Background: an optimization exercise with open tools, aiming at a short achievable clock period and few clock cycles. Do not read the settings as production practice. In this exercise RTL edits were held to simulation tests only and were not proved equivalent to the original. No activity file was given, so power comes from the tool's default toggle rates.

$ cat flow/design.v
package mips_pkg;
    typedef enum logic [3:0] {
        stFetch         = 4'd0,
        stDecode        = 4'd1,
        stMemAdr        = 4'd2,      
        stMemRead       = 4'd3,
        stMemWriteback  = 4'd4,
        stMemWrite      = 4'd5,
        stExecute       = 4'd6,      
        stAluWriteback  = 4'd7,
        stBranch        = 4'd8,
        stAddiExecute   = 4'd9,
        stAddiWriteback = 4'd10
    } stateT;
    typedef enum logic [5:0] {
        opRtype = 6'b000000,
        opLw    = 6'b100011,
        opSw    = 6'b101011,
        opBeq   = 6'b000100,
        opAddi  = 6'b001000
    } opcodeT;
    typedef enum logic [5:0] {
        fnAdd = 6'b100000,
        fnSub = 6'b100010,
        fnAnd = 6'b100100,
        fnOr  = 6'b100101,
        fnSlt = 6'b101010
    } functT;
    typedef enum logic [1:0] {
        aluOpAdd   = 2'b00,
        aluOpSub   = 2'b01,
        aluOpFunct = 2'b10       
    } aluOpT;
    typedef enum logic [2:0] {
        aluAnd = 3'b000,
        aluOr  = 3'b001,
        aluAdd = 3'b010,
        aluSub = 3'b110,
        aluSlt = 3'b111
    } aluCtrlT;
    typedef enum logic [1:0] {
        srcBReg      = 2'b00,
        srcBFour     = 2'b01,
        srcBImm      = 2'b10,
        srcBImmShift = 2'b11     
    } srcBSelT;
endpackage
`timescale 1ns/1ps
module controlFsm (
    input  logic [32-1:0] Instr,
    input  logic                   Valid,
    output logic                   IsAlu,        
    output logic                   IsLw,         
    output logic                   IsSw,
    output logic                   IsBeq,
    output logic                   UseRs,
    output logic                   UseRt,
    output logic                   ImmB,         
    output logic [5-1:0] Dst,
    output logic                   SelAdd,
    output logic                   SelAnd,
    output logic                   SelOr,
    output logic                   SelSub,
    output logic                   SelSlt
);
    logic [5:0] op;
    logic [5:0] fn;
    logic [4:0] rt;
    logic [4:0] rd;
    logic       rType;
    logic       addi;
    assign op = Instr[31:26];
    assign fn = Instr[5:0];
    assign rt = Instr[20:16];
    assign rd = Instr[15:11];
    assign rType = Valid && op == 6'b000000;
    assign addi  = Valid && op == 6'b001000;
    assign IsLw  = Valid && op == 6'b100011 && rt != 5'd0;    
    assign IsSw  = Valid && op == 6'b101011;
    assign IsBeq = Valid && op == 6'b000100;
    assign Dst   = rType ? rd : rt;
    assign IsAlu = (rType && rd != 5'd0) || (addi && rt != 5'd0);
    assign UseRs = rType || addi || IsLw || IsSw || IsBeq;
    assign UseRt = rType || IsSw || IsBeq;
    assign ImmB  = !rType;
    assign SelSub = rType && fn == 6'b100010;
    assign SelAnd = rType && fn == 6'b100100;
    assign SelOr  = rType && fn == 6'b100101;
    assign SelSlt = rType && fn == 6'b101010;
    assign SelAdd = !(SelSub || SelAnd || SelOr || SelSlt);
endmodule
`timescale 1ns/1ps
module programCounter (
    input  logic        Redirect,       
    input  logic [11:0] RedirectPc,
    input  logic        Accept,         
    input  logic [11:0] Fpc,            
    input  logic [32-1:0] FetchWord,
    output logic        FetchUncond,    
    output logic [11:0] FpcNext
);
    logic [12:0] targetX;
    logic [11:0] target;
    logic        selRed, selU, selInc, selHold;
    assign FetchUncond = FetchWord[31:26] == 6'b000100 && FetchWord[25:21] == FetchWord[20:16];
    assign targetX = {Fpc, 1'b1} + {FetchWord[11:0], 1'b1};
    assign target  = targetX[12:1];
    assign selRed  = Redirect;
    assign selU    = Accept && FetchUncond;
    assign selInc  = Accept && !FetchUncond;
    assign selHold = !Accept && !Redirect;
    assign FpcNext = ({12{selRed}}  & RedirectPc)
                   | ({12{selU}}    & target)
                   | ({12{selInc}}  & (Fpc + 12'd1))
                   | ({12{selHold}} & Fpc);
endmodule
`timescale 1ns/1ps
module registerFile (
    input  logic                       Clk,
    input  logic                       WrEn1,        
    input  logic [5-1:0] WrAdr1,
    input  logic [32-1:0]     WrData1,
    input  logic                       WrEn2,
    input  logic [5-1:0] WrAdr2,
    input  logic [32-1:0]     WrData2,
    input  logic [5-1:0] ReadAdr1,
    input  logic [5-1:0] ReadAdr2,
    output logic [32-1:0]     ReadData1,
    output logic [32-1:0]     ReadData2
);
    logic [32-1:1][32-1:0] regs;
    genvar i;
    generate
        for (i = 1; i < 32; i++) begin : g_reg
            always_ff @(posedge Clk) begin
                if (WrEn1 && WrAdr1 == i) begin
                    regs[i] <= WrData1;
                end else if (WrEn2 && WrAdr2 == i) begin
                    regs[i] <= WrData2;
                end
            end
        end
    endgenerate
    logic [32-1:0][32-1:0] all;
    assign all = {regs, {32{1'b0}}};
    assign ReadData1 = all[ReadAdr1];
    assign ReadData2 = all[ReadAdr2];
endmodule
`timescale 1ns/1ps
module prefixAdder #(
    parameter int W = 32
) (
    input  logic [W-1:0] A,
    input  logic [W-1:0] B,
    input  logic         Cin,
    output logic [W-1:0] Sum
);
    localparam int L = (W > 16) ? 5 : (W > 8) ? 4 : (W > 4) ? 3 : 2;
    logic [W-1:0] g [L+1];
    logic [W-1:0] p [L+1];
    logic [W-1:0] h;
    assign h    = A ^ B;
    assign g[0] = (A & B) | {{(W-1){1'b0}}, h[0] & Cin};
    assign p[0] = h;
    genvar l, i;
    generate
        for (l = 0; l < L; l++) begin : g_lvl
            for (i = 0; i < W; i++) begin : g_bit
                if (i >= (1 << l)) begin : g_comb
                    assign g[l+1][i] = g[l][i] | (p[l][i] & g[l][i-(1<<l)]);
                    assign p[l+1][i] = p[l][i] & p[l][i-(1<<l)];
                end else begin : g_pass
                    assign g[l+1][i] = g[l][i];
                    assign p[l+1][i] = p[l][i];
                end
            end
        end
    endgenerate
    assign Sum = h ^ {g[L][W-2:0], Cin};
endmodule
module aluUnit (
    input  logic [32-1:0] SrcA,
    input  logic [32-1:0] SrcB,
    input  logic                   SelAdd,
    input  logic                   SelAnd,
    input  logic                   SelOr,
    input  logic                   SelSub,
    input  logic                   SelSlt,
    output logic [32-1:0] Sum,
    output logic [32-1:0] Diff,
    output logic [32-1:0] AluResult
);
    logic [32-1:0] diff;
    assign Diff = diff;
    prefixAdder #(.W(32)) addU (.A(SrcA), .B(SrcB),  .Cin(1'b0), .Sum(Sum));
    prefixAdder #(.W(32)) subU (.A(SrcA), .B(~SrcB), .Cin(1'b1), .Sum(diff));
    assign AluResult = ({32{SelAdd}} & Sum)
                     | ({32{SelSub}} & diff)
                     | ({32{SelAnd}} & (SrcA & SrcB))
                     | ({32{SelOr}}  & (SrcA | SrcB))
                     | {{(32-1){1'b0}}, SelSlt & diff[32-1]};   
endmodule
`timescale 1ns/1ps
module datapath (
    input  logic                   Clk,
    input  logic                   Reset,
    input  logic [32-1:0] ReadData,
    output logic [32-1:0] Adr,
    output logic [32-1:0] WriteData,
    output logic                   MemWrite
);
    logic [32-1:0] adrQ;
    logic                   memCyc;      
    logic                   memWrQ;
    logic [32-1:0] wdQ;
    logic [11:0]            fpc;         
    logic                   dValid;
    logic [32-1:0] ir;
    logic [11:0]            dPc;
    logic [32-1:0] dA, dB;          
    logic                   xAlu, xLw, xSw, xBeq;
    logic [32-1:0] xA, xB, xT;
    logic [4:0]             xDst;
    logic                   xAdd, xAnd, xOr, xSub, xSlt;
    logic [11:0]            xTgt;
    logic [4:0]             xRs;         
    logic [15:0]            xImm;        
    logic                   mLw;
    logic [4:0]             mDst;
    logic                   wxEn, wmEn;
    logic [4:0]             wxDst, wmDst;
    logic [32-1:0] wxData, wmData;
    logic       irLoad;
    logic       dAlu, dLw, dSw, dBeq, dUseRs, dUseRt, dImmB;
    logic [4:0] dDst, rs, rt;
    logic       dAdd, dAnd, dOr, dSub, dSlt;
    assign rs = ir[25:21];
    assign rt = ir[20:16];
    logic [4:0]  rsN, rtN;
    logic [15:0] immN;
    logic        eqXs, eqXt, eqMs, eqMt, eqWs, eqWt, eqSt;
    assign rsN  = irLoad ? ReadData[25:21] : rs;
    assign rtN  = irLoad ? ReadData[20:16] : rt;
    assign immN = irLoad ? ReadData[15:0]  : ir[15:0];
    always_ff @(posedge Clk) begin
        eqXs <= dDst == rsN;
        eqXt <= dDst == rtN;
        eqMs <= xDst == rsN;
        eqMt <= xDst == rtN;
        eqWs <= mDst == rsN;
        eqWt <= mDst == rtN;
        eqSt <= rs == rsN && ir[15:0] == immN;      
    end
    logic       fAlu, fLw, fSw, fBeq, fUseRs, fUseRt, fImmB;
    logic [4:0] fDst;
    logic       fAdd, fAnd, fOr, fSub, fSlt;
    logic       pAlu, pLw, pSw, pBeq, pUseRs, pUseRt;
    controlFsm dec (
        .Instr  (ReadData),
        .Valid  (1'b1),
        .IsAlu  (fAlu),
        .IsLw   (fLw),
        .IsSw   (fSw),
        .IsBeq  (fBeq),
        .UseRs  (fUseRs),
        .UseRt  (fUseRt),
        .ImmB   (fImmB),
        .Dst    (fDst),
        .SelAdd (fAdd),
        .SelAnd (fAnd),
        .SelOr  (fOr),
        .SelSub (fSub),
        .SelSlt (fSlt)
    );
    always_ff @(posedge Clk) begin
        if (irLoad) begin
            pAlu   <= fAlu;
            pLw    <= fLw;
            pSw    <= fSw;
            pBeq   <= fBeq;
            pUseRs <= fUseRs;
            pUseRt <= fUseRt;
            dImmB  <= fImmB;
            dDst   <= fDst;
            dAdd   <= fAdd;
            dAnd   <= fAnd;
            dOr    <= fOr;
            dSub   <= fSub;
            dSlt   <= fSlt;
        end
    end
    assign dAlu   = dValid && pAlu;
    assign dLw    = dValid && pLw;
    assign dSw    = dValid && pSw;
    assign dBeq   = dValid && pBeq;
    assign dUseRs = dValid && pUseRs;
    assign dUseRt = dValid && pUseRt;
    logic [32-1:0] rf1, rf2;
    registerFile regFile (
        .Clk       (Clk),
        .WrEn1     (wxEn),
        .WrAdr1    (wxDst),
        .WrData1   (wxData),
        .WrEn2     (wmEn),
        .WrAdr2    (wmDst),
        .WrData2   (wmData),
        .ReadAdr1  (ReadData[25:21]),
        .ReadAdr2  (ReadData[20:16]),
        .ReadData1 (rf1),
        .ReadData2 (rf2)
    );
    logic [32-1:0] alu, sum, diff;
    logic                   redirect;
    aluUnit aluX (
        .SrcA      (xA),
        .SrcB      (xB),
        .SelAdd    (xAdd),
        .SelAnd    (xAnd),
        .SelOr     (xOr),
        .SelSub    (xSub),
        .SelSlt    (xSlt),
        .Sum       (sum),
        .Diff      (diff),
        .AluResult (alu)
    );
    assign redirect = xBeq && (xA == xT);
    logic xHitA, xHitB, mHitA, mHitB;
    logic [32-1:0] fwdA, fwdB;
    logic ldFromSt;
    assign ldFromSt = dLw && xSw && eqSt;
    assign xHitA = xAlu && eqXs && !ldFromSt;
    assign xHitB = xAlu && eqXt;
    assign mHitA = mLw && eqMs;
    assign mHitB = mLw && eqMt;
    logic [32-1:0] immX;
    logic wxHitA, wxHitB, wmHitA, wmHitB;
    logic pmA, pwxA, pwmA, prfA, pxB, pmB, pwxB, pwmB, prfB, pImm;
    assign immX   = {{(32-16){ir[15]}}, ir[15:0]};
    assign wxHitA = wxEn && eqMs;      
    assign wxHitB = wxEn && eqMt;
    assign wmHitA = wmEn && eqWs;
    assign wmHitB = wmEn && eqWt;
    assign pmA  = !xHitA && mHitA && !ldFromSt;
    assign pwxA = !xHitA && !mHitA && wxHitA && !ldFromSt;
    assign pwmA = !xHitA && !mHitA && !wxHitA && wmHitA && !ldFromSt;
    assign prfA = !xHitA && !mHitA && !wxHitA && !wmHitA && !ldFromSt;
    assign pmB  = !xHitB && mHitB;
    assign pwxB = !xHitB && !mHitB && wxHitB;
    assign pwmB = !xHitB && !mHitB && !wxHitB && wmHitB;
    assign prfB = !xHitB && !mHitB && !wxHitB && !wmHitB;
    assign pxB  = xHitB && !dImmB;
    assign pImm = dImmB && !ldFromSt;
    logic [32-1:0] aAnd, aOr, aSlt;
    logic hAddA, hSubA, hAndA, hOrA, hSltA, hAddB, hSubB, hAndB, hOrB, hSltB;
    logic hAddO, hSubO, hAndO, hOrO, hSltO;
    assign aAnd  = xA & xB;
    assign aOr   = xA | xB;
    assign aSlt  = {{(32-1){1'b0}}, diff[32-1]};
    assign hAddA = xHitA && xAdd;
    assign hSubA = xHitA && xSub;
    assign hAndA = xHitA && xAnd;
    assign hOrA  = xHitA && xOr;
    assign hSltA = xHitA && xSlt;
    assign hAddB = xHitB && xAdd;
    assign hSubB = xHitB && xSub;
    assign hAndB = xHitB && xAnd;
    assign hOrB  = xHitB && xOr;
    assign hSltB = xHitB && xSlt;
    assign hAddO = pxB && xAdd;
    assign hSubO = pxB && xSub;
    assign hAndO = pxB && xAnd;
    assign hOrO  = pxB && xOr;
    assign hSltO = pxB && xSlt;
    assign fwdA = ({32{hAddA}} & sum)
                | ({32{hSubA}} & diff)
                | ({32{hAndA}} & aAnd)
                | ({32{hOrA}}  & aOr)
                | ({32{hSltA}} & aSlt)
                | ({32{pmA}}   & ReadData)
                | ({32{pwxA}}  & wxData)
                | ({32{pwmA}}  & wmData)
                | ({32{prfA}}  & dA)
                | ({32{ldFromSt}} & xT);
    assign fwdB = ({32{hAddB}} & sum)
                | ({32{hSubB}} & diff)
                | ({32{hAndB}} & aAnd)
                | ({32{hOrB}}  & aOr)
                | ({32{hSltB}} & aSlt)
                | ({32{pmB}}   & ReadData)
                | ({32{pwxB}}  & wxData)
                | ({32{pwmB}}  & wmData)
                | ({32{prfB}}  & dB);
    logic [32-1:0] opB;
    assign opB  = ({32{hAddO}} & sum)
                | ({32{hSubO}} & diff)
                | ({32{hAndO}} & aAnd)
                | ({32{hOrO}}  & aOr)
                | ({32{hSltO}} & aSlt)
                | ({32{pmB && !dImmB}}  & ReadData)
                | ({32{pwxB && !dImmB}} & wxData)
                | ({32{pwmB && !dImmB}} & wmData)
                | ({32{prfB && !dImmB}} & dB)
                | ({32{pImm}}          & immX);
    logic stall;
    assign stall = xLw && ((dUseRs && eqXs) || (dUseRt && eqXt));
    logic dGo;
    assign dGo = !stall && !redirect;
    always_ff @(posedge Clk or posedge Reset) begin
        if (Reset) begin
            xAlu <= 1'b0;
            xLw  <= 1'b0;
            xSw  <= 1'b0;
            xBeq <= 1'b0;
        end else begin
            xAlu <= (dAlu || ldFromSt) && dGo;
            xLw  <= dLw && !ldFromSt && dGo;
            xSw  <= dSw && dGo;
            xBeq <= dBeq && dGo;
        end
    end
    always_ff @(posedge Clk) begin
        xA   <= fwdA;
        xB   <= opB;
        xT   <= fwdB;
        xDst <= dDst;
        xAdd <= dAdd;
        xAnd <= dAnd;
        xOr  <= dOr;
        xSub <= dSub;
        xSlt <= dSlt;
        xTgt <= dPc + ir[11:0] + 12'd1;
        xRs  <= rs;
        xImm <= ir[15:0];
    end
    always_ff @(posedge Clk or posedge Reset) begin
        if (Reset) begin
            memCyc <= 1'b0;
            mLw    <= 1'b0;
            wxEn   <= 1'b0;
            wmEn   <= 1'b0;
        end else begin
            memCyc <= xLw || xSw;
            mLw    <= xLw;
            wxEn   <= xAlu;
            wmEn   <= mLw;
        end
    end
    always_ff @(posedge Clk) begin
        if (Reset) begin
            adrQ   <= '0;
            memWrQ <= 1'b0;
        end else begin
            adrQ   <= (xLw || xSw) ? sum : {{(32-14){1'b0}}, fpcNext, 2'b00};
            memWrQ <= xSw;
        end
    end
    always_ff @(posedge Clk) begin
        wdQ    <= xT;
        mDst   <= xDst;
        wxDst  <= xDst;
        wxData <= alu;
        wmDst  <= mDst;
        wmData <= ReadData;
    end
    logic        accept, fUncond;
    logic [11:0] fpcNext;
    assign accept = !memCyc && !stall && !redirect;
    programCounter pcUnit (
        .Redirect    (redirect),
        .RedirectPc  (xTgt),
        .Accept      (accept),
        .Fpc         (fpc),
        .FetchWord   (ReadData),
        .FetchUncond (fUncond),
        .FpcNext     (fpcNext)
    );
    always_ff @(posedge Clk or posedge Reset) begin
        if (Reset) begin
            fpc    <= '0;
            dValid <= 1'b0;
        end else begin
            fpc    <= fpcNext;
            if (!stall) dValid <= accept && !fUncond;
        end
    end
    assign irLoad = !memCyc && !stall;
    always_ff @(posedge Clk) begin
        if (irLoad) begin
            ir  <= ReadData;
            dPc <= fpc;
        end
    end
    logic [4:0]             fRs, fRt;
    logic [32-1:0] preA, preB;
    assign fRs = ReadData[25:21];
    assign fRt = ReadData[20:16];
    always_comb begin
        if (wxEn && wxDst == fRs)      preA = wxData;
        else if (wmEn && wmDst == fRs) preA = wmData;
        else                           preA = rf1;
        if (wxEn && wxDst == fRt)      preB = wxData;
        else if (wmEn && wmDst == fRt) preB = wmData;
        else                           preB = rf2;
    end
    logic [32-1:0] holdA, holdB;
    assign holdA = ({32{mHitA}} & ReadData)
                 | ({32{!mHitA && wxHitA}} & wxData)
                 | ({32{!mHitA && !wxHitA && wmHitA}} & wmData)
                 | ({32{!mHitA && !wxHitA && !wmHitA}} & dA);
    assign holdB = ({32{mHitB}} & ReadData)
                 | ({32{!mHitB && wxHitB}} & wxData)
                 | ({32{!mHitB && !wxHitB && wmHitB}} & wmData)
                 | ({32{!mHitB && !wxHitB && !wmHitB}} & dB);
    always_ff @(posedge Clk) begin
        dA <= irLoad ? preA : holdA;
        dB <= irLoad ? preB : holdB;
    end
    assign Adr       = adrQ;
    assign WriteData = wdQ;
    assign MemWrite  = memWrQ;
endmodule
`timescale 1ns/1ps
module mipsMulti (
    input  logic                   Clk,
    input  logic                   Reset,
    input  logic [32-1:0] ReadData,
    output logic [32-1:0] Adr,
    output logic [32-1:0] WriteData,
    output logic                   MemWrite
);
    datapath core (
        .Clk       (Clk),
        .Reset     (Reset),
        .ReadData  (ReadData),
        .Adr       (Adr),
        .WriteData (WriteData),
        .MemWrite  (MemWrite)
    );
endmodule
$ cat flow/run.sh
#!/bin/bash
# synth_recipe.tcl (not shown) runs the flow's synth.tcl, then flattens the netlist and writes it again
# the make line also repeats each setting of config.mk as NAME=value (left out here)
make -C /OpenROAD-flow-scripts/flow DESIGN_CONFIG=/design/flow/config.mk WORK_HOME=/design/flow/orfs CLKGATE_MAP_FILE= SYNTH_SCRIPT=/design/flow/synth_recipe.tcl finish
$ cat flow/config.mk
export PLATFORM = sky130hd
export DESIGN_NAME = mipsMulti
export DESIGN_NICKNAME = mipsMulti
export VERILOG_FILES = /design/flow/design.v
export SDC_FILE = /design/flow/constraint.sdc
export NUM_CORES = 4
export LEC_CHECK = 0
export ABC_CLOCK_PERIOD_IN_PS = 2500
export CAP_MARGIN = 20
export CORE_MARGIN = 2
export CORE_UTILIZATION = 40
export SETUP_SLACK_MARGIN = 5
export SLEW_MARGIN = 20
export TNS_END_PERCENT = 100
$ cat flow/constraint.sdc
create_clock -name core_clock -period 7.5 [get_ports {Clk}]
set_input_delay 1.5000 -clock core_clock [delete_from_list [all_inputs] [get_ports {Clk}]]
set_output_delay 1.5000 -clock core_clock [all_outputs]
set_load 0.01 [all_outputs]
==> run notes, run 1 <==
# TYPE chip_impl_metric gauge
chip_impl_metric{name="drtAntennaViolNets",unit=""} 0
chip_impl_metric{name="met3_length",unit="mm"} 52.6
chip_impl_metric{name="finalWorstSetupSlack",unit="ps"} 4150
chip_impl_info{name="hold_path_class",value="register to register"} 1
chip_impl_metric{name="final_cell_count_no_fill",unit=""} 9056
chip_impl_metric{name="cp_data_arrival_time",unit="ps"} 4090
chip_impl_metric{name="drt-met1-wl",unit="mm"} 121
chip_impl_metric{name="dpl.cell_count",unit=""} 8237
chip_impl_metric{name="first_global_vias",unit=""} 59900
chip_impl_metric{name="finish.utilization",unit="%"} 50.9
chip_impl_metric{name="syn_area_per_cell",unit="sq um"} 13.5
chip_impl_metric{name="dr.first_iter.drc_count",unit=""} 9901
chip_impl_metric{name="synth_async_sr_flop_share",unit="%"} 1.50
chip_impl_metric{name="grt_first_pass_wirelength",unit="mm"} 489
chip_impl_metric{name="routed_vias",unit=""} 62200
chip_impl_metric{name="route.final.wire_length",unit="mm"} 366
chip_impl_metric{name="fin_setup_tns",unit="ps"} 0
chip_impl_metric{name="place.gp.congestion",unit=""} 0.962
chip_impl_metric{name="final.min_clock_period",unit="ps"} 3350
chip_impl_info{name="path_cells",value="buf_6 -> ha_4 -> fa_2 -> a211oi_4 -> nor3_4 -> o21ai_4 -> buf_6 -> buf_6 -> o31ai_4 -> a311oi_2 -> xnor2_2 -> o221ai_4 -> mux2_4 -> a21o_1"} 1
chip_impl_metric{name="pre_cts_slack",unit="ps"} 2430
chip_impl_info{name="timing.critical_path.max_delay_family",value="compound AO/OA/AOI/OAI gates"} 1
chip_impl_metric{name="met2_length",unit="mm"} 156
chip_impl_metric{name="fin_worst_hold_slack",unit="ps"} 339
chip_impl_metric{name="die_w",unit="microns"} 453
chip_impl_metric{name="htree_num_levels",unit=""} 4
chip_impl_metric{name="cellLeakagePower",unit="nW"} 35.5
chip_impl_info{name="critPathKind",value="register to register"} 1
chip_impl_metric{name="ctsLongestPathBuffers",unit=""} 3
chip_impl_metric{name="syn_to_final_growth",unit="%"} 26.2
chip_impl_metric{name="core_area",unit="sq um"} 200000
chip_impl_metric{name="worst_slew_margin_rel",unit="%"} 28.1
chip_impl_metric{name="worst-path-buf-inv",unit=""} 3
chip_impl_metric{name="cts_hold_buffers",unit=""} 0
chip_impl_info{name="cts_tree",value="done"} 1
chip_impl_info{name="root_buffer",value="sky130_fd_sc_hd__clkbuf_16"} 1
chip_impl_metric{name="clock.fmax",unit="GHz"} 0.299
chip_impl_metric{name="avgViaCountPerCell",unit=""} 6.87
chip_impl_metric{name="final.setup_skew",unit="ps"} 45.5
chip_impl_metric{name="detail_route.drc_violations",unit=""} 0
chip_impl_metric{name="fp-row-count",unit=""} 164
chip_impl_metric{name="global_route.overflow_total",unit=""} 0
chip_impl_metric{name="path_max_fanout",unit=""} 4
chip_impl_metric{name="fraction_of_final_layout_cells_with_drive_strength_greater_than_1",unit="%"} 51.6
chip_impl_metric{name="worstPathRequired",unit="ps"} 8240
chip_impl_metric{name="worst_skew_pair.late_latency",unit="ps"} 860
chip_impl_metric{name="yosysWarningCount",unit=""} 5
chip_impl_metric{name="antenna_found_initial",unit=""} 18
chip_impl_metric{name="floorplan.die.height",unit="microns"} 453
chip_impl_metric{name="peakVddDrop",unit="V"} 0.000249
chip_impl_metric{name="synthesis.instances",unit=""} 5978
chip_impl_metric{name="synth_edf_count",unit=""} 1047
chip_impl_info{name="critical-path-top-cell-by-count",value="sky130_fd_sc_hd__buf_6"} 1
chip_impl_metric{name="cap_violations",unit=""} 0
chip_impl_metric{name="synth-seq-cells",unit=""} 1396
chip_impl_metric{name="wire_per_inst",unit="microns"} 40.4
chip_impl_metric{name="cts.sink_count",unit=""} 1396
chip_impl_metric{name="powerDensity",unit="nW/um^2"} 348
chip_impl_metric{name="report.final.hold_viol_count",unit=""} 0
chip_impl_metric{name="number_of_detailed_routing_iterations_run_before_antenna_repair",unit=""} 10
chip_impl_metric{name="mappedNetlistNets",unit=""} 6137
chip_impl_info{name="run_status",value="timing/DRC/antenna clean"} 1
chip_impl_metric{name="drv_slew",unit=""} 0
chip_impl_metric{name="design.final.nets",unit=""} 6420
chip_impl_info{name="worst_path_max_delay_cell",value="sky130_fd_sc_hd__fa_2"} 1
chip_impl_metric{name="final.period_utilization",unit="%"} 44.6
chip_impl_info{name="category_of_the_worst_setup_path_launch_point",value="register"} 1
chip_impl_metric{name="critical-path-max-stage-delay",unit="ps"} 390
chip_impl_metric{name="synth.lib_cells_used.distinct",unit=""} 97
chip_impl_metric{name="starting_density_of_the_core",unit="%"} 40.3
chip_impl_metric{name="report.final.setup_viol",unit=""} 0
chip_impl_metric{name="seq_area_frac_synth",unit="%"} 47.8
chip_impl_metric{name="max_slew.worst_pin.slew",unit="ps"} 1070
chip_impl_metric{name="pin_count_of_the_biggest_net_entering_global_routing",unit=""} 94
chip_impl_metric{name="placement.io_buffers",unit=""} 98
chip_impl_metric{name="dieArea",unit="sq um"} 205000
chip_impl_metric{name="gr-usage-all-layers",unit="%"} 34.4
chip_impl_metric{name="clk_pin_slew_worst_paths",unit="ps"} 60
chip_impl_info{name="worstSetupEndpointType",value="register"} 1
chip_impl_info{name="rsz0062_at_grt",value="yes"} 1
chip_impl_metric{name="dp.final_hpwl",unit="mm"} 174
chip_impl_info{name="synthFlopType",value="sky130_fd_sc_hd__edfxtp_1"} 1
chip_impl_metric{name="numCtsBuffers",unit=""} 158
chip_impl_metric{name="synth.cell_area",unit="sq um"} 80500
chip_impl_metric{name="num_io_pins",unit=""} 99
chip_impl_info{name="top_signal_layer_used",value="met5"} 1
-- cells in the mapped netlist, types with 41 or more instances --
library cell / instances / area share, %
sky130_fd_sc_hd__edfxtp_1: 1047 / 39
sky130_fd_sc_hd__mux2_2: 1018 / 14
sky130_fd_sc_hd__mux4_2: 576 / 16
sky130_fd_sc_hd__clkbuf_1: 489 / 2.3
sky130_fd_sc_hd__dfxtp_1: 328 / 8.2
sky130_fd_sc_hd__a21oi_1: 308 / 1.9
sky130_fd_sc_hd__nand2_1: 305 / 1.4
sky130_fd_sc_hd__nor2_1: 248 / 1.2
sky130_fd_sc_hd__o21ai_0: 172 / 1.1
sky130_fd_sc_hd__mux2i_1: 162 / 2.0
sky130_fd_sc_hd__ha_1: 121 / 1.9
sky130_fd_sc_hd__inv_1: 118 / 0.55
sky130_fd_sc_hd__buf_1: 112 / 0.52
sky130_fd_sc_hd__xnor2_1: 106 / 1.2
sky130_fd_sc_hd__xor2_1: 74 / 0.80
sky130_fd_sc_hd__nand3_1: 56 / 0.35
sky130_fd_sc_hd__a222oi_1: 55 / 0.68
sky130_fd_sc_hd__buf_2: 47 / 0.29
sky130_fd_sc_hd__o211ai_1: 45 / 0.42
sky130_fd_sc_hd__a31oi_1: 41 / 0.32
sky130_fd_sc_hd__nor3_1: 41 / 0.25
-- sequential cells by signal, summed over array words and instances (netlist names), 5 cells and up --
| register | flops |
|---|---|
| core.dPc | 12 |
| core.xDst | 5 |
| core.fpc | 12 |
| core.adrQ | 32 |
| core.dA | 32 |
| core.mDst | 5 |
| core.regFile.regs | 992 |
| core.xB | 32 |
| core.wmData | 32 |
| core.wdQ | 32 |
| core.wmDst | 5 |
| core.xTgt | 12 |
| core.ir | 26 |
| core.wxData | 32 |
| core.xA | 32 |
| core.dDst | 5 |
| core.xT | 32 |
| core.dB | 32 |
-- cell families after synthesis --
logic type	Yosys count	synth area share, %
muxes	1757	32.4
adders and majority gates	125	1.98
AOI/OAI and AO/OA	922	7.54
and+or+nand+nor	824	4.61
xor gates and xnor gates	180	1.96
DFF	1396	47.8
buffers and inverters	774	3.70
-- cells in the final DEF (no fill, tap or decap), types with 25 or more instances in the layout --
master and n:
sky130_fd_sc_hd__dfxtp_2 102, sky130_fd_sc_hd__o21ai_4 36, sky130_fd_sc_hd__buf_16 102, sky130_fd_sc_hd__nor2_4 27
sky130_fd_sc_hd__a21o_1 36, sky130_fd_sc_hd__buf_2 31, sky130_fd_sc_hd__clkbuf_16 180, sky130_fd_sc_hd__nor2_1 193
sky130_fd_sc_hd__o211ai_1 45, sky130_fd_sc_hd__mux2_2 1000, sky130_fd_sc_hd__buf_12 92, sky130_fd_sc_hd__buf_4 295
sky130_fd_sc_hd__xnor2_1 60, sky130_fd_sc_hd__nor2_2 28, sky130_fd_sc_hd__buf_6 176, sky130_fd_sc_hd__a31oi_1 25
sky130_fd_sc_hd__edfxtp_1 1047, sky130_fd_sc_hd__o21ai_0 35, sky130_fd_sc_hd__mux2i_1 134, sky130_fd_sc_hd__mux4_2 576
sky130_fd_sc_hd__xor2_1 62, sky130_fd_sc_hd__inv_1 92, sky130_fd_sc_hd__a222oi_1 55, sky130_fd_sc_hd__dfxtp_1 204
sky130_fd_sc_hd__ha_4 37, sky130_fd_sc_hd__xnor2_2 25, sky130_fd_sc_hd__o21ai_1 88, sky130_fd_sc_hd__ha_1 79
sky130_fd_sc_hd__nand3_1 46, sky130_fd_sc_hd__nand2_2 37, sky130_fd_sc_hd__a21oi_1 248, sky130_fd_sc_hd__clkbuf_1 67
sky130_fd_sc_hd__nand2_1 262, sky130_fd_sc_hd__a21oi_2 42
-- report_power, final --
group	internal (W)	switching (W)
Sequential	0.00960	0.00143
Clock	0.00433	0.00340
Combinational	0.00719	0.00941
Total	0.0211	0.0142
-- cell type report --
| type | instances | area [sq um] |
|---|---|---|
| fill | 16600 | 98200 |
| multi-input combinational | 3812 | 43500 |
| sequential | 1396 | 38800 |
| timing repair buffer | 772 | 10500 |
| clock buffer | 244 | 4510 |
| tap | 2656 | 3320 |
| inverter | 121 | 497 |
| clock inverter | 50 | 489 |
| antenna | 5 | 12.5 |
-- worst register-to-register path, delay by kind of cell, from the launching register on --
family                     cells  cell delay (ps)
muxes                          1              370
DFF                            1              370
buffers and inverters          3              350
xor gates and xnor gates       1              200
adders and majority gates      2              550
AOI/OAI and AO/OA              6             1330
and+or+nand+nor                1               90
-- path summary, 6_finish.rpt --
path | slack (ps) | to | from | cells past startpoint
worst min-delay path | 340 | core.xAdd$_DFF_P_ | core.dAdd$_DFFE_PP_ | 0
worst max-delay path | 4150 | core.xB[18]$_DFF_P_ | core.xA[0]$_DFF_P_ | 14
min in group asynchronous | 1530 | core.fpc[11]$_DFF_PP0_ | Reset | 3
max in group asynchronous | 5610 | core.wxEn$_DFF_PP0_ | Reset | 3
worst min register to register | 340 | core.xAdd$_DFF_P_ | core.dAdd$_DFFE_PP_ | 0
worst max register to register | 4150 | core.xB[18]$_DFF_P_ | core.xA[0]$_DFF_P_ | 14
-- through the flow --
step	total power (W)	instance area (sq um)
finish	0.0354	102000
global route	0.0363	102000
CTS	0.0331	98800
detailed placement	0.0216	84800
global placement	0.0215	84800
floorplan	0.0174	82400
-- routing by layer --
| layer | GRT usage, % | up-vias |
|---|---|---|
| li1 | - | 24000 |
| met5 | 0 | - |
| met2 | 50.9 | 5214 |
| met3 | 11.8 | 1632 |
| met1 | 41.0 | 31400 |
| met4 | 27.0 | 22 |
-- what timing repair did --
action	in CTS	in global routing
cloned	92	19
setup buffers	295	114
gates resized for setup	1290	313
setup endpoints to repair	2269	732
pin swaps	255	190
Testbench counts, summed over its fixed seeds: cycles 32,518.
==> run 2, diff against run 1 <==
--- a/flow/config.mk
+++ b/flow/config.mk
@@ -9,5 +9,5 @@
 export CAP_MARGIN = 20
 export CORE_MARGIN = 2
-export CORE_UTILIZATION = 40
+export CORE_UTILIZATION = 50
 export SETUP_SLACK_MARGIN = 5
 export SLEW_MARGIN = 20
==> run notes, run 2 <==
# TYPE chip_impl_metric gauge
chip_impl_metric{name="first_global_vias",unit=""} 59000
chip_impl_metric{name="powerDensity",unit="nW/um^2"} 343
chip_impl_metric{name="num_io_pins",unit=""} 99
chip_impl_metric{name="htree_num_levels",unit=""} 4
chip_impl_info{name="synth.area.top_cells",value="sky130_fd_sc_hd__edfxtp_1 39%, sky130_fd_sc_hd__mux4_2 16%, sky130_fd_sc_hd__mux2_2 14%, sky130_fd_sc_hd__dfxtp_1 8.2%, sky130_fd_sc_hd__clkbuf_1 2.3%"} 1
chip_impl_metric{name="timing.reg2reg.setup_slack",unit="ps"} 4160
chip_impl_metric{name="synth.lib_cells_used.distinct",unit=""} 97
chip_impl_metric{name="report.final.hold_viol_count",unit=""} 0
chip_impl_metric{name="syn_to_final_growth",unit="%"} 25.7
chip_impl_metric{name="dp.final_hpwl",unit="mm"} 175
chip_impl_info{name="worstSetupEndpointType",value="register"} 1
chip_impl_metric{name="grt_first_pass_wirelength",unit="mm"} 471
chip_impl_info{name="critPathKind",value="register to register"} 1
chip_impl_info{name="final_common_cell",value="sky130_fd_sc_hd__edfxtp_1"} 1
chip_impl_metric{name="clock.fmax",unit="GHz"} 0.299
chip_impl_info{name="layout.cells.most_common_list",value="1047 x sky130_fd_sc_hd__edfxtp_1, 1000 x sky130_fd_sc_hd__mux2_2, 576 x sky130_fd_sc_hd__mux4_2"} 1
chip_impl_metric{name="path_max_fanout",unit=""} 3
chip_impl_metric{name="starting_density_of_the_core",unit="%"} 50.3
chip_impl_metric{name="dr.first_iter.drc_count",unit=""} 9771
chip_impl_metric{name="gr-usage-all-layers",unit="%"} 41.5
chip_impl_metric{name="final.period_utilization",unit="%"} 44.5
chip_impl_metric{name="pin_count_of_the_biggest_net_entering_global_routing",unit=""} 154
chip_impl_metric{name="synthesis.instances",unit=""} 5978
chip_impl_info{name="worstSetupEndpoint",value="core.xB[16]$_DFF_P_"} 1
chip_impl_info{name="rsz0062_at_grt",value="yes"} 1
chip_impl_metric{name="dieArea",unit="sq um"} 164000
chip_impl_metric{name="max_slew.worst_pin.slew",unit="ps"} 1120
chip_impl_info{name="category_of_the_worst_setup_path_launch_point",value="register"} 1
chip_impl_metric{name="fp-row-count",unit=""} 147
chip_impl_metric{name="cellLeakagePower",unit="nW"} 35.9
chip_impl_metric{name="largest_register_ffs",unit=""} 992
chip_impl_metric{name="routed_vias",unit=""} 62500
chip_impl_metric{name="cap_violations",unit=""} 0
chip_impl_metric{name="synth.cell_area",unit="sq um"} 80500
chip_impl_metric{name="report.final.setup_viol",unit=""} 0
chip_impl_metric{name="die_w",unit="microns"} 405
chip_impl_metric{name="final.setup_skew",unit="ps"} 31.9
chip_impl_metric{name="mappedNetlistNets",unit=""} 6137
chip_impl_metric{name="fin_worst_hold_slack",unit="ps"} 342
chip_impl_info{name="hold_path_class",value="register to register"} 1
chip_impl_metric{name="critical-path-max-stage-delay",unit="ps"} 470
chip_impl_metric{name="synth_edf_count",unit=""} 1047
chip_impl_metric{name="fin_setup_tns",unit="ps"} 0
chip_impl_metric{name="floorplan.die.height",unit="microns"} 405
chip_impl_info{name="ys_top_cells_by_count",value="1047 x sky130_fd_sc_hd__edfxtp_1, 1018 x sky130_fd_sc_hd__mux2_2, 576 x sky130_fd_sc_hd__mux4_2"} 1
chip_impl_info{name="netlist.top_cell.by_area",value="sky130_fd_sc_hd__edfxtp_1"} 1
chip_impl_metric{name="numCtsBuffers",unit=""} 158
chip_impl_metric{name="worst-path-buf-inv",unit=""} 1
chip_impl_info{name="timing.critical_path.max_delay_family",value="compound AO/OA/AOI/OAI gates"} 1
chip_impl_metric{name="syn_area_per_cell",unit="sq um"} 13.5
chip_impl_metric{name="route.final.wire_length",unit="mm"} 355
chip_impl_metric{name="wire_per_inst",unit="microns"} 41.2
chip_impl_info{name="synthFlopType",value="sky130_fd_sc_hd__edfxtp_1"} 1
chip_impl_metric{name="core_area",unit="sq um"} 160000
chip_impl_metric{name="seq_area_frac_synth",unit="%"} 47.8
chip_impl_metric{name="cts_hold_buffers",unit=""} 0
chip_impl_metric{name="peakVddDrop",unit="V"} 0.000337
chip_impl_metric{name="placement.cell_area",unit="sq um"} 84400
chip_impl_metric{name="timing.critical_path.depth",unit=""} 13
chip_impl_metric{name="detail_route.drc_violations",unit=""} 0
chip_impl_metric{name="synth-seq-cells",unit=""} 1396
chip_impl_metric{name="postLayoutCellArea",unit="sq um"} 101000
chip_impl_metric{name="clk_pin_slew_worst_paths",unit="ps"} 60
chip_impl_metric{name="final.min_clock_period",unit="ps"} 3340
chip_impl_metric{name="drtAntennaViolNets",unit=""} 0
chip_impl_metric{name="synth_largest_type_area_fraction",unit="%"} 39.0
chip_impl_metric{name="worst_skew_pair.late_latency",unit="ps"} 860
chip_impl_metric{name="rr_worst_depth",unit=""} 13
chip_impl_metric{name="drv_slew",unit=""} 0
chip_impl_info{name="worst_path_max_delay_cell",value="sky130_fd_sc_hd__or4_4"} 1
chip_impl_metric{name="ctsLongestPathBuffers",unit=""} 3
chip_impl_metric{name="global_route.overflow_total",unit=""} 0
chip_impl_metric{name="dpl.cell_count",unit=""} 7762
chip_impl_metric{name="synth_async_sr_flop_share",unit="%"} 1.50
chip_impl_metric{name="design.final.nets",unit=""} 6473
chip_impl_info{name="worst_r2r_startpoint",value="core.xA[0]$_DFF_P_"} 1
chip_impl_info{name="cts_tree",value="done"} 1
chip_impl_metric{name="fraction_of_final_layout_cells_with_drive_strength_greater_than_1",unit="%"} 51.5
chip_impl_metric{name="yosysWarningCount",unit=""} 5
chip_impl_metric{name="placement.io_buffers",unit=""} 98
chip_impl_info{name="top_register",value="core.regFile.regs"} 1
chip_impl_info{name="run_status",value="timing/DRC/antenna clean"} 1
chip_impl_metric{name="avgViaCountPerCell",unit=""} 7.25
chip_impl_metric{name="final_cell_count_no_fill",unit=""} 8619
chip_impl_info{name="setup.worst_path.start",value="core.xA[0]$_DFF_P_"} 1
chip_impl_metric{name="place.gp.congestion",unit=""} 0.940
chip_impl_metric{name="worst_slew_margin_rel",unit="%"} 25.1
chip_impl_info{name="reg2reg_to",value="core.xB[16]$_DFF_P_"} 1
chip_impl_metric{name="number_of_detailed_routing_iterations_run_before_antenna_repair",unit=""} 9
chip_impl_metric{name="antenna_found_initial",unit=""} 20
chip_impl_info{name="path_cells",value="inv_4 -> ha_4 -> fa_2 -> nor2_4 -> o311a_4 -> o311a_4 -> or4_4 -> a31oi_4 -> xnor2_2 -> o221ai_2 -> a21o_1 -> mux2_4 -> a21o_1"} 1
chip_impl_metric{name="cp_data_arrival_time",unit="ps"} 4080
chip_impl_metric{name="cts.sink_count",unit=""} 1396
chip_impl_info{name="post-synth-top-count-cell",value="sky130_fd_sc_hd__edfxtp_1"} 1
chip_impl_info{name="root_buffer",value="sky130_fd_sc_hd__clkbuf_16"} 1
chip_impl_metric{name="worstPathRequired",unit="ps"} 8240
-- run 2: stage by stage --
stage          util (%)  total power [W]  setup WS, ps
6_report           63.2           0.0348          4160
4_1_cts            60.8           0.0324          4240
3_5_place_dp       52.7           0.0213          2440
3_3_place_gp       52.6           0.0212          2440
5_1_grt            63.2           0.0357          4130
2_1_floorplan         -           0.0174          3980
-- run 2: how the worst min path moves through the flow --
stage,slack [ps],startpoint,depth (start not counted),end
4_1_cts,340,core.dAnd$_DFFE_PP_,0,core.xAnd$_DFF_P_
5_1_grt,350,core.dAnd$_DFFE_PP_,0,core.xAnd$_DFF_P_
3_3_place_gp,330,core.dSub$_DFFE_PP_,0,core.xSub$_DFF_P_
3_5_place_dp,330,core.dAnd$_DFFE_PP_,0,core.xAnd$_DFF_P_
6_report,340,core.dAnd$_DFFE_PP_,0,core.xAnd$_DFF_P_
2_1_floorplan,320,core.dAdd$_DFFE_PP_,0,core.xAdd$_DFF_P_
-- run 2: worst reg2reg max path: cells and delay by family, from the launching register on --
family	cells	cell delay [ps]
compound gates	6	1490
xor+xnor	1	160
fa+ha+maj	2	390
buf+inv	1	60
flops	1	360
mux	1	280
simple gates	2	520
-- run 2: layer usage --
metal  vias to the layer above  part of all wire (%)  GRT usage, %
li1                      24100                     -             -
met1                     31700                    34          52.7
met2                      5271                    43          61.2
met3                      1435                    14          13.7
met4                        26                   8.0          26.4
met5                         -                  0.15         0.506
-- run 2: repair_timing --
| action | 4_1_cts | 5_1_grt |
|---|---|---|
| gates cloned | 89 | 34 |
| hold endpoints to repair | 0 | 0 |
| endpoints found under the setup margin | 2306 | 1099 |
| setup buffers | 273 | 156 |
| pin swaps | 195 | 177 |
| gates resized for setup | 1135 | 425 |
-- run 2: logic make-up after synthesis --
family | share of synthesized area (%)
compound gates | 7.54
simple gates | 4.61
buf+inv | 3.70
flops | 47.8
mux | 32.4
xor+xnor | 1.96
fa+ha+maj | 1.98
-- run 2: layout make-up --
cell class              instances  area [sq um]
diodes                         10          25.0
clock buffers                 229          4470
clock inverters                66           672
fillers                     11800         58900
inverters                     121           493
multi-input cells            3816         43400
flip-flops and latches       1396         38700
well taps                    2160          2700
repair buffers                821         10800
-- run 2: report_power, final --
| group | internal [W] | switching (W) | leakage, nW |
|---|---|---|---|
| logic | 0.00692 | 0.00923 | 20.9 |
| clock network | 0.00448 | 0.00346 | 2.52 |
| registers | 0.00959 | 0.00110 | 12.5 |

port drivers added, routing unchanged:
How much do the figures lean on ideal ports? The routed layouts below were timed once more, with nothing changed but the port constraints. Step 1 sets driving cells, clkbuf_16 on the clock port and buf_2 on the other inputs (assumed; they add their load-dependent delay and slew). Step 2 also shifts input and output timing later by t, the mid clock arrival at the registers, as if the neighbouring blocks saw the same clock. Three values: no drivers, after step 1, after step 2; two values: the first two.
run	t, ns	setup slack, ns	slew at the worst register clock pin (ns)
run 1	0.923	4.155 / 4.112 / 3.189	0.07 / 0.07
run 2	0.930	4.159 / 3.817 / 2.887	0.07 / 0.07
After both steps every run listed still meets setup and hold. The setup slack of run 2, which loses most, moves by -0.342 ns with the drivers and by -1.272 ns with both steps.
